Source: an optimization exercise on an open RTL-to-GDS flow (aim: a short achievable clock period and few clock cycles). Production flows keep margins and buffers that such runs may drop.
The RTL was checked by simulation tests, not by an equivalence proof against the original design.
No activity file was given, so power comes from the tool's default toggle rates.

Setup of oak:
==> flow/design.v (excerpt) <==
module kgp_risc_multicycle_core #(
   parameter int          ADDR_W   = 10,
   parameter logic [31:0] RESET_PC = 32'h0
) (
   input  logic              i_clk,
   input  logic              i_rst,
   output logic              o_mem_req,
   output logic              o_mem_we,
   output logic [ADDR_W-1:0] o_mem_addr,
   output logic [31:0]       o_mem_wdata,
   input  logic [31:0]       i_mem_rdata,
   input  logic              i_mem_ack,
   input  logic              i_halt_req,
   output logic              o_halted,
   output logic              o_retire,
   output logic              o_illegal,
   output logic [31:0]       o_pc_out
);
Size: about 12,000 cells after synthesis, ~2,200 flip-flops, about 120 I/O pins, roughly 120,000 um2 of cells after synthesis.
clock: 6.0 ns
lec_check: 0
abc_clock_period_in_ps: 2500
cap_margin: 20
core_margin: 2
core_utilization: 25
setup_slack_margin: 3.5
slew_margin: 20
run.sh (not shown) runs the stock make flow with config.mk's settings and CLKGATE_MAP_FILE= SYNTH_SCRIPT=/design/flow/synth_recipe.tcl, a recipe that flattens the netlist after the stock synthesis.
Testbench counts of oak, summed over its fixed seeds: cycles 36,477.
What pine does differently from oak at the input level:
--- a/flow/design.v
+++ b/flow/design.v
@@ -59,38 +59,38 @@
    logic              e_sadd, e_sand, e_sxor, e_sshl, e_sshr, e_ssra, e_spb;
    logic              e_cin;       
    logic              r_wbv;
    logic [4:0]        r_wbd;
    logic [31:0]       r_wbq;
    logic [32:0] e_sum;
    logic [31:0] e_res, e_npc;
    logic        e_taken, e_misp, e_mem;
    logic [33:0] e_sumx;
    assign e_sumx = {1'b0, e_a, e_cin} + {1'b0, e_b, e_cin};
    assign e_sum  = e_sumx[33:1];
-   logic [31:0] e_shl, e_shr;
-   logic [32:0] e_shrx;
-   assign e_shl  = e_a << e_sh;
-   assign e_shrx = $signed({e_ssra & e_a[31], e_a}) >>> e_sh;    
-   assign e_shr  = e_shrx[31:0];
+   logic [31:0] e_sra, e_shl, e_shr;
+   assign e_sra = $signed(e_a) >>> e_sh;
+   assign e_shl = e_a << e_sh;
+   assign e_shr = e_a >> e_sh;
    logic e_zsum, e_zf;
    assign e_zsum = ((e_a ^ e_b) == {e_a[30:0] | e_b[30:0], e_cin});
    assign e_zf   = (e_sadd & e_zsum) | (e_sand & ~|(e_a & e_b)) | (e_sxor & (e_a == e_b)) |
-                   (e_sshl & ~|e_shl) | ((e_sshr | e_ssra) & ~|e_shr) | (e_spb & ~|e_b);
+                   (e_sshl & ~|e_shl) | (e_sshr & ~|e_shr) | (e_ssra & ~|e_sra) | (e_spb & ~|e_b);
    always_comb begin
       e_res = '0;
       if (e_sadd) e_res = e_res | e_sum[31:0];
       if (e_sand) e_res = e_res | (e_a & e_b);
       if (e_sxor) e_res = e_res | (e_a ^ e_b);
       if (e_sshl) e_res = e_res | e_shl;
-      if (e_sshr | e_ssra) e_res = e_res | e_shr;
+      if (e_sshr) e_res = e_res | e_shr;
+      if (e_ssra) e_res = e_res | e_sra;
       if (e_spb)  e_res = e_res | e_b;
    end
    assign e_taken = (e_bz & e_az) | (e_bnz & ~e_az) | (e_bltz & e_a[31]) |
                     (e_bcy & r_c) | (e_bncy & ~r_c);
    assign e_misp  = (e_br & ~e_rok) | (e_cb & (e_taken != e_pred));
    assign e_npc   = e_br ? e_a : (e_cb & (e_taken != e_pred)) ? e_alt : e_pnpc;
    logic [31:0] e_a4, e_npc4;
    assign e_a4    = e_a + 32'd4;
    assign e_npc4  = e_br ? e_a4 : (e_cb & (e_taken != e_pred)) ? e_alt4 : e_pnpc4;
    assign e_mem   = e_ld | e_st;
    logic [AW+1:0] e_ea;
@@ -99,44 +99,55 @@
    assign port_free = ~r_req | i_mem_ack;
    logic r_hz;      
    assign e_fire    = e_v & (~r_mv | (~e_mem & ~r_hz));
    assign stop      = e_fire & i_halt_req;
    assign flush     = e_fire & (e_misp | i_halt_req);
    assign m_wait    = r_mv & ~r_mis;                
    assign issue_e   = e_fire & e_mem & port_free;   
    assign issue_m   = m_wait & port_free;
    assign r_mdata   = r_mv & r_mis;
    assign m_done    = r_mdata & i_mem_ack;
    assign m_ldone   = m_done & r_mld;
+   function automatic [31:0] add20(input [31:0] p, input [19:0] off);
+      reg [20:0] lo;
+      reg [11:0] hi;
+      begin
+         lo = {1'b0, p[19:0]} + {1'b0, off};
+         hi = p[31:20];
+         if (lo[20] & ~off[19]) hi = p[31:20] + 12'd1;
+         else if (~lo[20] & off[19]) hi = p[31:20] - 12'd1;
+         add20 = {hi, lo[19:0]};
+      end
+   endfunction
    logic [5:0]  d_op, d_fn;
    logic [4:0]  d_rs, d_rt, d_dst;
    logic [31:0] d_sext, d_pc4, d_jaddr, d_baddr, d_tgt, d_npc, d_ra, d_rb, d_a, d_b, d_bi;
    logic [31:0] d_pc8, d_jaddr4, d_baddr4, d_tgt4, d_npc4;
    logic        d_j, d_cb, d_ret, d_pred, d_r, d_ill, d_adv, byp_a, byp_b, d_bfix;
    assign d_op    = r_ir[31:26];
    assign d_rs    = r_ir[25:21];
    assign d_rt    = r_ir[20:16];
    assign d_fn    = r_ir[10:5];
    assign d_sext  = {{16{r_ir[15]}}, r_ir[15:0]};
    assign d_j     = (d_op == 6'd5) || (d_op == 6'd6);
    assign d_cb    = (d_op >= 6'd8) && (d_op <= 6'd12);
    assign d_ret   = (d_op == 6'd7) && (d_rs == 5'd31);
    assign d_pred  = r_irp;
    assign d_pc4   = r_dpc4;
    assign d_jaddr = {d_pc4[31:28], r_ir[25:0], 2'b00};
-   assign d_baddr = d_pc4 + {d_sext[29:0], 2'b00};
+   assign d_baddr = add20(d_pc4, {d_sext[17:0], 2'b00});
    assign d_tgt   = d_j ? d_jaddr : d_ret ? r_ras : d_baddr;
    assign d_npc   = d_pred ? d_tgt : d_pc4;
    assign d_pc8    = d_pc4 + 32'd4;
    assign d_jaddr4 = d_jaddr + 32'd4;
-   assign d_baddr4 = d_pc4 + {{13{r_ir1[16]}}, r_ir1, 2'b00};
+   assign d_baddr4 = add20(d_pc4, {r_ir1[16], r_ir1, 2'b00});
    assign d_tgt4   = d_j ? d_jaddr4 : d_ret ? r_ras4 : d_baddr4;
    assign d_npc4   = d_pred ? d_tgt4 : d_pc8;
    assign d_r     = (d_op == 6'd0) && (d_fn <= 6'd6);
    assign d_ill   = ((d_op == 6'd0) && (d_fn > 6'd6)) || (d_op > 6'd12);
    assign d_dst   = (d_op == 6'd6) ? 5'd31 : d_rs;
    assign d_bfix  = (d_op == 6'd0) || (d_op == 6'd4);
    logic r_wba, r_wbb, r_bypa, r_bypb;
    logic d_wba, d_wbb;
    assign d_wba = r_wba;
    assign d_wbb = r_wbb;
    logic [31:0] d_rfa, d_rfb;
Notes after the runs:
- In summary, oak completed successfully, with a layout that passed the timing, DRC and antenna checks.
- pine completed; timing, DRC and antenna clean
- Final-layout worst hold slack essentially unchanged between pine and oak.
- When pine is set beside oak, its initial antenna violation count turns out to be 32 smaller.
- Between pine and oak, it is pine whose portion of the clock cycle consumed by the worst path in the final layout is higher, by 0.17 points.
- pine: combinational share of power 0.4 points above oak
- Between oak and pine, the flow reports power consumption increasing slightly.
- Taking oak as the reference point, the non-clock buffer count of pine rises by 0.69%.
- Higher routing usage on met3 among oak and pine: oak
Testbench counts of pine, summed over its fixed seeds: cycles 36,477.

[static timing again, ports no longer ideal]
In the flow no input, the clock included, has a driving cell. The finished layouts below were timed again as built, in two steps.
Step 1 sets driving cells, clkbuf_16 on the clock port and buf_2 on the other inputs (assumed; they add their load-dependent delay and slew).
Step 2, shift: input delay + t, output delay - t, t = (earliest + latest rising clock arrival at the registers) / 2. This alone moves slack from input paths to output paths.
Slacks: no drivers / after step 1 / after step 2; pairs: no drivers / after step 1.
| run | t (ns) | setup slack, ns | pins driven straight from the clock port |
|---|---|---|---|
| oak | 1.099 | 2.315 / 2.315 / 1.730 | 1 |
| pine | 1.075 | 2.305 / 2.305 / 2.003 | 1 |
After both steps setup and hold are still met in every run listed. For oak, which loses most, drivers alone change the setup slack by 0.000 ns; drivers and shift together by -0.585 ns.
